From an optimization exercise on the open Yosys and OpenROAD flow, aimed at small area; shortcuts taken in it are not production practice.
The RTL was checked by simulation tests, not by an equivalence proof against the original design.

## design/flow/config.mk

```make
export PLATFORM = sky130hd
export DESIGN_NAME = cordic_rotator
export DESIGN_NICKNAME = cordic_rotator
export VERILOG_FILES = /design/flow/design.v
export SDC_FILE = /design/flow/constraint.sdc
export NUM_CORES = 4
export LEC_CHECK = 0
export CAP_MARGIN = 20
export CORE_MARGIN = 2
export CORE_UTILIZATION = 40
export SLEW_MARGIN = 20
```

## design/flow/constraint.sdc

```tcl
create_clock -name core_clock -period 6.5 [get_ports {clk}]
set_input_delay 1.3000 -clock core_clock [delete_from_list [all_inputs] [get_ports {clk}]]
set_output_delay 1.3000 -clock core_clock [all_outputs]
set_load 0.01 [all_outputs]
```

## design/flow/design.v

```verilog
`default_nettype none
package cordic_data_pkg;
    typedef logic signed [17-1:0]  in_sample_t;
    typedef logic signed [18-1:0] acc_t;
    typedef logic signed [16-1:0] out_sample_t;
endpackage
`default_nettype wire
`default_nettype none
package cordic_angle_pkg;
    typedef logic signed [15-1:0] angle_t;
    function automatic angle_t atan_lookup(input int unsigned k);
        case (k)
            0: atan_lookup = 15'sd4095;
            1: atan_lookup = 15'sd2418;
            2: atan_lookup = 15'sd1277;
            3: atan_lookup = 15'sd648;
            4: atan_lookup = 15'sd325;
            5: atan_lookup = 15'sd162;
            6: atan_lookup = 15'sd81;
            7: atan_lookup = 15'sd40;
            8: atan_lookup = 15'sd20;
            9: atan_lookup = 15'sd10;
            10: atan_lookup = 15'sd5;
            11: atan_lookup = 15'sd2;
            12: atan_lookup = 15'sd1;
            default: atan_lookup = '0;
        endcase
    endfunction
endpackage
`default_nettype wire
`default_nettype none
module cordic_micro_rotation
#(
    parameter int unsigned ITER = 0
)
(
    input  cordic_data_pkg::acc_t   i_i,
    input  cordic_data_pkg::acc_t   q_i,
    input  cordic_angle_pkg::angle_t angle_i,
    output cordic_data_pkg::acc_t   i_o,
    output cordic_data_pkg::acc_t   q_o,
    output cordic_angle_pkg::angle_t angle_o
);
    cordic_data_pkg::acc_t   i_shift;
    cordic_data_pkg::acc_t   q_shift;
    cordic_angle_pkg::angle_t atan_k;
    logic   angle_neg;
    assign i_shift   = i_i >>> ITER;
    assign q_shift   = q_i >>> ITER;
    assign atan_k    = cordic_angle_pkg::atan_lookup(ITER);
    assign angle_neg = angle_i[15-1];
    always_comb
    begin
        if (angle_neg)
        begin
            i_o     = i_i - q_shift;
            q_o     = q_i + i_shift;
            angle_o = angle_i + atan_k;
        end
        else
        begin
            i_o     = i_i + q_shift;
            q_o     = q_i - i_shift;
            angle_o = angle_i - atan_k;
        end
    end
endmodule
`default_nettype wire
`default_nettype none
module cordic_stage
#(
    parameter int unsigned FIRST_ITER = 0,
    parameter int unsigned NUM_ITERS  = 2
)
(
    input  logic   clk,
    input  logic   rst_n,
    input  logic   run_i,
    input  cordic_data_pkg::acc_t   i_i,
    input  cordic_data_pkg::acc_t   q_i,
    input  cordic_angle_pkg::angle_t angle_i,
    output cordic_data_pkg::acc_t   i_o,
    output cordic_data_pkg::acc_t   q_o,
    output cordic_angle_pkg::angle_t angle_o
);
    cordic_data_pkg::acc_t   i_chain     [NUM_ITERS+1];
    cordic_data_pkg::acc_t   q_chain     [NUM_ITERS+1];
    cordic_angle_pkg::angle_t angle_chain [NUM_ITERS+1];
    assign i_chain[0]     = i_i;
    assign q_chain[0]     = q_i;
    assign angle_chain[0] = angle_i;
    for (genvar n = 0; n < NUM_ITERS; n++)
    begin : g_iter
        cordic_micro_rotation #(
            .ITER    (FIRST_ITER + n)
        ) u_micro_rotation (
            .i_i     (i_chain[n]),
            .q_i     (q_chain[n]),
            .angle_i (angle_chain[n]),
            .i_o     (i_chain[n+1]),
            .q_o     (q_chain[n+1]),
            .angle_o (angle_chain[n+1])
        );
    end
    always_ff @(posedge clk or negedge rst_n)
    begin
        if (!rst_n)
        begin
            i_o     <= '0;
            q_o     <= '0;
            angle_o <= '0;
        end
        else if (run_i)
        begin
            i_o     <= i_chain[NUM_ITERS];
            q_o     <= q_chain[NUM_ITERS];
            angle_o <= angle_chain[NUM_ITERS];
        end
    end
endmodule
`default_nettype wire
`default_nettype none
module cordic_rotator
(
    input  logic        clk,
    input  logic        rst_n,
    input  logic        run_i,
    input  cordic_data_pkg::in_sample_t  i_data_i,
    input  cordic_data_pkg::in_sample_t  q_data_i,
    input  cordic_angle_pkg::angle_t      angle_i,
    output cordic_data_pkg::out_sample_t i_data_o,
    output cordic_data_pkg::out_sample_t q_data_o
);
    cordic_data_pkg::acc_t   stage_i     [7+1];
    cordic_data_pkg::acc_t   stage_q     [7+1];
    cordic_angle_pkg::angle_t stage_angle [7];
    assign stage_i[0]     = i_data_i;
    assign stage_q[0]     = q_data_i;
    assign stage_angle[0] = angle_i;
    for (genvar s = 0; s < 7 - 1; s++)
    begin : g_stage
        cordic_stage #(
            .FIRST_ITER (2 * s),
            .NUM_ITERS  (2)
        ) u_stage (
            .clk        (clk),
            .rst_n      (rst_n),
            .run_i      (run_i),
            .i_i        (stage_i[s]),
            .q_i        (stage_q[s]),
            .angle_i    (stage_angle[s]),
            .i_o        (stage_i[s+1]),
            .q_o        (stage_q[s+1]),
            .angle_o    (stage_angle[s+1])
        );
    end
    cordic_stage #(
        .FIRST_ITER (2 * (7 - 1)),
        .NUM_ITERS  (13 - 2 * (7 - 1))
    ) u_stage_last (
        .clk        (clk),
        .rst_n      (rst_n),
        .run_i      (run_i),
        .i_i        (stage_i[7-1]),
        .q_i        (stage_q[7-1]),
        .angle_i    (stage_angle[7-1]),
        .i_o        (stage_i[7]),
        .q_o        (stage_q[7]),
        .angle_o    ()
    );
    assign i_data_o = stage_i[7][16-1:0];
    assign q_data_o = stage_q[7][16-1:0];
endmodule
`default_nettype wire
```

## design/flow/run.sh

```bash
#!/bin/bash
# synth_recipe.tcl (not shown) runs the flow's synth.tcl, then flattens the netlist and writes it again
# the make line also repeats each setting of config.mk as NAME=value (left out here)
make -C /OpenROAD-flow-scripts/flow DESIGN_CONFIG=/design/flow/config.mk WORK_HOME=/design/flow/orfs CLKGATE_MAP_FILE= SYNTH_SCRIPT=/design/flow/synth_recipe.tcl finish
```

==> reports/summary.txt <==
Hold Crit Class - reg -> reg
skew final - 0.0255 ns
CTS Buffer Depth - 3
H-tree levels - 2
Crit path required time - 7.01 ns
Synth cell types - 114
DR iter-0 viols - 2490
sequential element share of the synthesized area - 17.9%
Ports - 84
flops & latches, synth - 324
R2R Path End - g_stage[5].u_stage.i_o[16]
Fmax - 0.162 GHz
crit path time final - 6.18 ns
largest net degree at the start of global routing - 150
commonest non-fill, non-tap cell in the layout - ha_1
most frequent cells in the layout - 639 x ha_1, 506 x nor2_1, 460 x xnor2_1, 434 x a21oi_1, 394 x inv_1
delay-heaviest family, CP - compound AO/OA/AOI/OAI gates
fraction of registers with async set or reset after synthesis - 100%
number of warnings issued by yosys - 69
Register-to-Register Path Depth - 28
Routed WL - 128000 um
CTS tree - done
Tcrit/Tclk final - 95.1%
setup slack after placement - -0.263 ns
final hold vios - 0
Final Max Slew Viols - 0
uppermost routed layer - met5
layout cells sized above 1 - 14.0%
synthesized instance count - 5592
setup violators final - 0
Die Ht - 340 um
wl on met1 - 63800 um
via/cell ratio - 5.51
Slowest cell on crit path - fa_1
Post-Syn Nets - 6323
Mean Syn Cell Area - 8.09 sq um
first-pass GRT wire length - 207000 um
placed cell area - 50200 sq um
via count - 41264
Max Cap Violations - 0
Worst Hold End - u_stage_last.i_o[13]
min-delay src - u_stage_last.i_o[13]
worst slew pin tran - 0.961 ns
Placeable Area - 112000 sq um
Crit Path Class - reg -> reg
CTS Buf Count - 44
WL met2 - 56200 um
Remaining DRCs - 0
number of global-route vias before repair - 39325
design area - 52400 sq um
Setup WS post-layout - 0.316 ns
RR Startpoint - g_stage[4].u_stage.i_o[15]
cts hold-fix bufs - 0
Critical Path Fanout Max - 4
Nets - 6686
post-detail-place hpwl - 102000 um
Avg WL per Cell - 17.1 um
Mapped Area - 45300 sq um
gpl congestion - 0.902
largest area contributor in the netlist - dfrtp_1
Setup crit end kind - register
Die Wd - 340 um
row cnt - 123
RSZ-0062 raised after global routing - yes
Total GRT Usage - 21.6%
Synth Flop Type - dfrtp_1
critical path buffer and inverter count - 2
FF-to-FF setup slack - 0.32 ns
Final Util - 46.6%
area growth from synthesis to layout - 15.8%
Worst Path Arrival - 6.70 ns
status - timing/DRC/antenna clean
final hold slack - 0.485 ns
max incr delay on CP - 0.45 ns
Area contributors post-synth - dfrtp_1 18%, ha_1 18%, xnor2_1 9.0%, a21oi_1 4.9%, nor2_1 4.2%
Pre-Repair DR Iteration Count - 5
IO buf count - 83
Hold Crit Depth - 2
grt ovf - 0
Sink Count - 324
Initial Utilization - 40.3%
Rel. slew slack - 35.7%
startpoint types - register
DRT antenna net count - 0
Post-synth EDFFs - 0
Worst-path clk slew - 0.06 ns
clock root cell - clkbuf_16
WL met3 - 5410 um
initial antenna violation count - 3
post-synth top area share - 17.9%
Clock Latency Late Sink - 0.63 ns
die footprint - 116000 sq um
==> flip-flops by register name, indices dropped and copies added, names as in the netlist <==
name                     count
g_stage.u_stage.angle_o     76
g_stage.u_stage.i_o        108
g_stage.u_stage.q_o        108
u_stage_last.i_o            16
u_stage_last.q_o            16
==> cell usage after synthesis (12+ instances only) <==
| cell | number |
|---|---|
| a31o_2 | 31 |
| o311ai_0 | 15 |
| inv_1 | 397 |
| dfrtp_1 | 324 |
| nand4_1 | 22 |
| a211o_1 | 21 |
| or2_2 | 31 |
| or4_1 | 16 |
| nor2_1 | 510 |
| o22ai_1 | 12 |
| o21ai_0 | 323 |
| nor2b_1 | 95 |
| ha_1 | 641 |
| nand2b_1 | 58 |
| xnor2_1 | 465 |
| mux2_2 | 160 |
| and3_1 | 41 |
| a2111oi_0 | 22 |
| and2_1 | 28 |
| nand3_1 | 104 |
| o211ai_1 | 36 |
| fa_1 | 38 |
| nand4b_1 | 12 |
| o31a_1 | 20 |
| a21oi_1 | 442 |
| buf_1 | 21 |
| o21a_1 | 95 |
| xor2_1 | 172 |
| o41ai_1 | 19 |
| nor4_1 | 37 |
| a211oi_1 | 37 |
| clkbuf_1 | 110 |
| mux2i_1 | 33 |
| nor3_1 | 168 |
| nand3b_1 | 12 |
| o31ai_1 | 68 |
| nand2_1 | 336 |
| a21o_1 | 150 |
| o21bai_1 | 59 |
| a21boi_0 | 62 |
| or3_1 | 68 |
| a31oi_1 | 51 |
==> cell type report <==
type / instances / area [sq um]
diodes: 1 / 2.50
clock buffers: 60 / 1280
clock inverters: 18 / 239
fillers: 11174 / 59900
inverters: 401 / 1520
multi-input cells: 4724 / 35600
flip-flops and latches: 324 / 8110
well taps: 1500 / 1880
repair buffers: 460 / 3730
==> timing repair <==
| item | in CTS | in global routing |
|---|---|---|
| setup endpoints to repair | 8 | 55 |
| cloned | 0 | 0 |
| resized for setup | 8 | 159 |
| buffers inserted | 0 | 12 |
| pin swaps | 0 | 23 |
==> routing by layer <==
| layer | GRT usage, % | vias to the layer above |
|---|---|---|
| met4 | 4.89 | 2 |
| met5 | 0 | - |
| met1 | 31.4 | 19494 |
| li1 | - | 20934 |
| met3 | 2.49 | 130 |
| met2 | 34.0 | 704 |
==> metrics by stage <==
stage / setup TNS, ns / cells
3_3_place_gp: -1.01 / 7397
5_1_grt: -0.136 / 7487
2_1_floorplan: 0 / 5592
3_5_place_dp: -2.11 / 7397
6_report: 0 / 7488
4_1_cts: 0 / 7475
==> logic make-up after synthesis <==
group	count (synthesis)	share of synthesized area, %
multiplexers	193	4.71
flip-flops	324	17.9
AO/OA/AOI/OAI	1616	23.6
XOR/XNOR	642	12.5
adder cells (fa/ha/maj)	679	19.4
AND/OR/NAND/NOR	1594	17.2
buffers and inverters	544	4.57
==> worst max path at each step <==
stage	from	to	slack, ns	cells after the start
2_1_floorplan	g_stage[4].u_stage.q_o[15]	g_stage[5].u_stage.q_o[17]	0.20	29
3_3_place_gp	angle_i[0]	g_stage[0].u_stage.i_o[17]	-0.30	24
3_5_place_dp	angle_i[0]	g_stage[0].u_stage.i_o[17]	-0.26	24
4_1_cts	g_stage[4].u_stage.i_o[15]	g_stage[5].u_stage.i_o[14]	0.001	26
5_1_grt	g_stage[4].u_stage.i_o[15]	g_stage[5].u_stage.i_o[14]	-0.05	28
6_report	g_stage[4].u_stage.i_o[15]	g_stage[5].u_stage.i_o[16]	0.32	28
==> tightest hold or removal path, stage by stage, from the launching register on <==
cell     delay [ns]
dfrtp_1        0.34
nand2_1        0.05
o21ai_0        0.06

static timing again, ports no longer ideal:
In the flow no input, the clock included, has a driving cell. The finished layout below was timed again as built, in two steps. Step 1 sets driving cells, clkbuf_16 on the clock port and buf_2 on the other inputs (assumed; they add their load-dependent delay and slew). Step 2 also shifts input and output timing later by t, the mid clock arrival at the registers, as if the neighbouring blocks saw the same clock. Slacks: no drivers / after step 1 / after step 2; pairs: no drivers / after step 1.
shift t [ns]: 0.687
setup WS [ns]: 0.316 / 0.316 / -0.179
hold slack, ns: 0.485 / 0.485 / 0.485
pins driven straight from the clock port: 1
Met with ideal ports but missed after step 2: setup timing in this run. For this run, drivers alone change the setup slack by 0.000 ns; drivers and shift together by -0.495 ns.
